Context: an optimization exercise on an open-source flow, tuned for small area, a short achievable clock period and few clock cycles. The choices shown serve that exercise and are no tape-out recipe.
Where RTL was checked, it was by simulation tests only, not by an equivalence proof against the original.
No activity file was given, so power comes from the tool's default toggle rates.

Setup of red:
## mac_acc_array
module mac_acc_array #(
    parameter int DW    = mac_pkg::MAC_DW,
    parameter int LANES = 8,
    parameter int ACCW  = 2 * DW + 8
) (
    input  logic                  clk,
    input  logic                  rst_n,
    input  logic                  in_valid,
    output logic                  in_ready,
    input  logic [LANES*DW-1:0]   A,
    input  logic [LANES*DW-1:0]   W,
    input  logic                  Asigned,
    input  logic                  Wsigned,
    input  logic                  acc_clr,
    input  logic                  acc_last,
    output logic                  out_valid,
    input  logic                  out_ready,
    output logic [LANES*ACCW-1:0] Q,
    output logic [LANES-1:0]      ovf
);
export LEC_CHECK = 0
export CAP_MARGIN = 20
export CORE_MARGIN = 2
export CORE_UTILIZATION = 40
export SETUP_SLACK_MARGIN = 2.3
export SLEW_MARGIN = 20
create_clock -name core_clock -period 5.6 [get_ports {clk}]
standard.sh (not shown) runs the stock make flow with config.mk's settings and CLKGATE_MAP_FILE= SYNTH_SCRIPT=/design/flow/synth_recipe.tcl, a recipe that flattens the netlist after the stock synthesis.
==> flow/flow/run.sh <==
#!/bin/bash
# Own layout flow: the standard flow with two changes.
#  1. After the standard synthesis, full-adder cells are rewired to their
#     complemented inputs/outputs where that removes inverters
#     (fa_polarity.py; same logic function, same registers).
#  2. Ports are buffered with a small buffer instead of the default delay cell.
# Each tool's output goes to a log file of its own in the work folder.
set -euo pipefail
W=$(pwd)
R=$W/orfs/results/$FLOW_PLATFORM/mac_acc_array/base
bash standard.sh "$R/1_2_yosys.v" > "$W/flow_synth.log" 2>&1
cp "$R/1_2_yosys.v" "$W/1_2_yosys.standard.v"
python3 "$W/flow/fa_polarity.py" "$W/1_2_yosys.standard.v" "$R/1_2_yosys.v" > "$W/flow_fa_polarity.log" 2>&1
touch "$R/1_2_yosys.v" "$R/1_2_yosys.sdc"
BUFFER_PORTS_ARGS="-buffer_cell ${PORT_BUFFER:-sky130_fd_sc_hd__buf_1}" \
  bash standard.sh finish > "$W/flow_layout.log" 2>&1
Other scripts of this flow, unchanged in this note and not shown: flow/flow/fa_polarity.py
Inputs modified between red and blue:
diff --git a/flow/design.v b/flow/design.v
--- a/flow/design.v
+++ b/flow/design.v
@@ -262,29 +262,28 @@
     assign hi_up  = is_max ? 8'h7f : hi + 8'd1;
     assign hi_dn  = is_min ? 8'h80 : hi - 8'd1;
     assign u0     = x[17:16] + y[17:16];
     assign dn0    = u0 == 2'b11;
     assign dn1    = u0 == 2'b10;
     assign up0    = u0 == 2'b01;
     assign up1    = u0 == 2'b00;
     assign sel_dn = cy[15] ? dn1 : dn0;
     assign sel_up = cy[15] ? up1 : up0;
-    assign hi_nx  = sel_dn ? hi_dn : sel_up ? hi_up : hi;
+    logic        keep, zero, ones;
+    assign keep   = !(sel_dn || sel_up || clr);
+    assign hi_nx  = ({8{sel_dn && !clr}} & hi_dn) | ({8{sel_up && !clr}} & hi_up) | ({8{keep}} & hi);
     assign pos    = sel_up && is_max;
     assign neg    = sel_dn && is_min;
+    assign zero   = neg || clr;
+    assign ones   = pos && !clr;
     always_ff @(posedge clk) begin
-        if (clr) begin
-            q   <= '0;
-            ovf <= 1'b0;
-        end else begin
-            q   <= {hi_nx, (t & ~{16{neg}}) | {16{pos}}};
-            ovf <= ovf | pos | neg;
-        end
+        q   <= {hi_nx, (t & ~{16{zero}}) | {16{ones}}};
+        ovf <= !clr && (ovf || pos || neg);
     end
 endmodule
 module mac_acc_array #(
     parameter int DW    = mac_pkg::MAC_DW,
     parameter int LANES = 8,
     parameter int ACCW  = 2 * DW + 8
 ) (
     input  logic                  clk,
     input  logic                  rst_n,
Results
Setup slack improves in blue relative to red. The run showing the smaller fraction of power consumed by the clock network is red. Delta (blue minus red): count of TritonRoute iterations in the first routing pass shrank by 2; internal power went down by about 14%. The estimated power of blue ends up lower than the estimate for red. The starting utilization of the core area in blue sits 0.19 points below the value recorded for red. Of blue and red, the run reporting the higher multi-input combinational cell count was red. | non-clock buffer count in the final layout | lower: blue |.
Function was not checked in any run of this note: the RTL went through the layout flow alone.

* * *

Another version of the RTL of mac_acc_array (not shown whole).
Size: about 340 I/O pins, ~0.032 sq mm of cells after synthesis.
Design mac_acc_array, start of the top module:
module mac_acc_array #(
    parameter int DW    = mac_pkg::MAC_DW,
    parameter int LANES = 8,
    parameter int ACCW  = 2 * DW + 8
) (
    input  logic                  clk,
    input  logic                  rst_n,
    input  logic                  in_valid,
    output logic                  in_ready,
    input  logic [LANES*DW-1:0]   A,
    input  logic [LANES*DW-1:0]   W,
    input  logic                  Asigned,
    input  logic                  Wsigned,
    input  logic                  acc_clr,
    input  logic                  acc_last,
    output logic                  out_valid,
    input  logic                  out_ready,
    output logic [LANES*ACCW-1:0] Q,
    output logic [LANES-1:0]      ovf
);
clock: 5.6 ns
lec_check: 0
cap_margin: 20
core_margin: 2
core_utilization: 40
setup_slack_margin: 2.3
slew_margin: 20
Scripts as last shown in full above: flow/flow/run.sh
Other scripts of this flow, unchanged in this note and not shown: flow/flow/fa_polarity.py
Testbench counts at the start, summed over its fixed seeds: cycles 32,255.
Rerun with:
--- a/flow/design.v
+++ b/flow/design.v
@@ -250,35 +250,38 @@
     assign cy[11] = gk3_11;
     assign cy[12] = gk3_12;
     assign cy[13] = gk3_13;
     assign cy[14] = gk3_14;
     assign cy[15] = gk3_15;
     assign t = p ^ {cy[14:0], 1'b0};
-    logic [7:0]  hi, hi_nx;
+    logic [7:0]  hi, hi_up, hi_dn, hi_nx;
     logic [1:0]  u0;
-    logic        is_max, is_min, dn0, dn1, up0, up1;
-    logic        inc, dec, pos, neg, keep, zero, ones;
+    logic        is_max, is_min, dn0, dn1, up0, up1, sel_dn, sel_up, pos, neg;
     assign hi     = q[23:16];
     assign is_max = hi == 8'h7f;
     assign is_min = hi == 8'h80;
+    assign hi_up  = is_max ? 8'h7f : hi + 8'd1;
+    assign hi_dn  = is_min ? 8'h80 : hi - 8'd1;
     assign u0     = x[17:16] + y[17:16];
     assign dn0    = u0 == 2'b11;
     assign dn1    = u0 == 2'b10;
     assign up0    = u0 == 2'b01;
     assign up1    = u0 == 2'b00;
-    assign inc    = cy[15] ? up1 && !is_max : up0 && !is_max;
-    assign dec    = cy[15] ? dn1 && !is_min : dn0 && !is_min;
-    assign pos    = cy[15] ? up1 && is_max : up0 && is_max;
-    assign neg    = cy[15] ? dn1 && is_min : dn0 && is_min;
-    assign keep   = !(inc || dec || clr);
-    assign hi_nx  = ({8{inc && !clr}} & (hi + 8'd1)) | ({8{dec && !clr}} & (hi - 8'd1)) | ({8{keep}} & hi);
-    assign zero   = neg || clr;
-    assign ones   = pos && !clr;
+    assign sel_dn = cy[15] ? dn1 : dn0;
+    assign sel_up = cy[15] ? up1 : up0;
+    assign hi_nx  = ({8{sel_dn}} & hi_dn) | ({8{sel_up}} & hi_up) | ({8{!(sel_dn || sel_up)}} & hi);
+    assign pos    = sel_up && is_max;
+    assign neg    = sel_dn && is_min;
     always_ff @(posedge clk) begin
-        q   <= {hi_nx, (t & ~{16{zero}}) | {16{ones}}};
-        ovf <= !clr && (ovf || pos || neg);
+        if (clr) begin
+            q   <= '0;
+            ovf <= 1'b0;
+        end else begin
+            q   <= {hi_nx, (t & ~{16{neg}}) | {16{pos}}};
+            ovf <= ovf | pos | neg;
+        end
     end
 endmodule
 module mac_acc_array #(
     parameter int DW    = mac_pkg::MAC_DW,
     parameter int LANES = 8,
     parameter int ACCW  = 2 * DW + 8
Result: The new run finished clean. Routed wire length falls by 2.2%. Worst hold slack is better by 0.022 ns. First-iteration DRC count falls by 0.99%. Worst setup slack is better by 0.095 ns. Sequential power barely changes. Die area rises by 2.5%. Power falls by 0.38%. Clock skew falls by 0.0045 ns. Cell area barely changes. Sequential share of layout area is about the same. Non-clock buffer count rises by 9.
Testbench counts after the change, summed over its fixed seeds: cycles 32,255.

## static timing again, ports no longer ideal
The results above use ideal ports. As a check the final layouts listed here were re-extracted and re-timed, cells and wires unchanged.
Step 1 assumes that a clkbuf_16 drives the clock port and a buf_2 every other input.
Step 2 adds t to the input delays and takes it off the output delays; t is the mean of the earliest and latest rising clock arrival at the registers after step 1. Input paths then give back, and output paths get back, about the clock's delay inside the block.
a / b / c = ideal / step 1 / step 2; a / b = the first two.
run | t (ns) | setup WS [ns] | worst setup path after step 2 | worst data-port slew with drivers (ns)
red | 0.679 | 2.077 / 2.077 / 1.635 | input to register | 0.17
blue | 0.659 | 2.266 / 2.266 / 1.701 | input to register | 0.10
the first run of note 2 | 0.674 | 2.257 / 2.257 / 1.615 | input to register | 0.20
the second run of note 2 | 0.637 | 2.352 / 2.352 / 1.716 | input to register | 0.11
After both steps setup and hold are still met in every run listed. For the first run of note 2, which loses most, drivers alone change the setup slack by 0.000 ns; drivers and shift together by -0.642 ns.
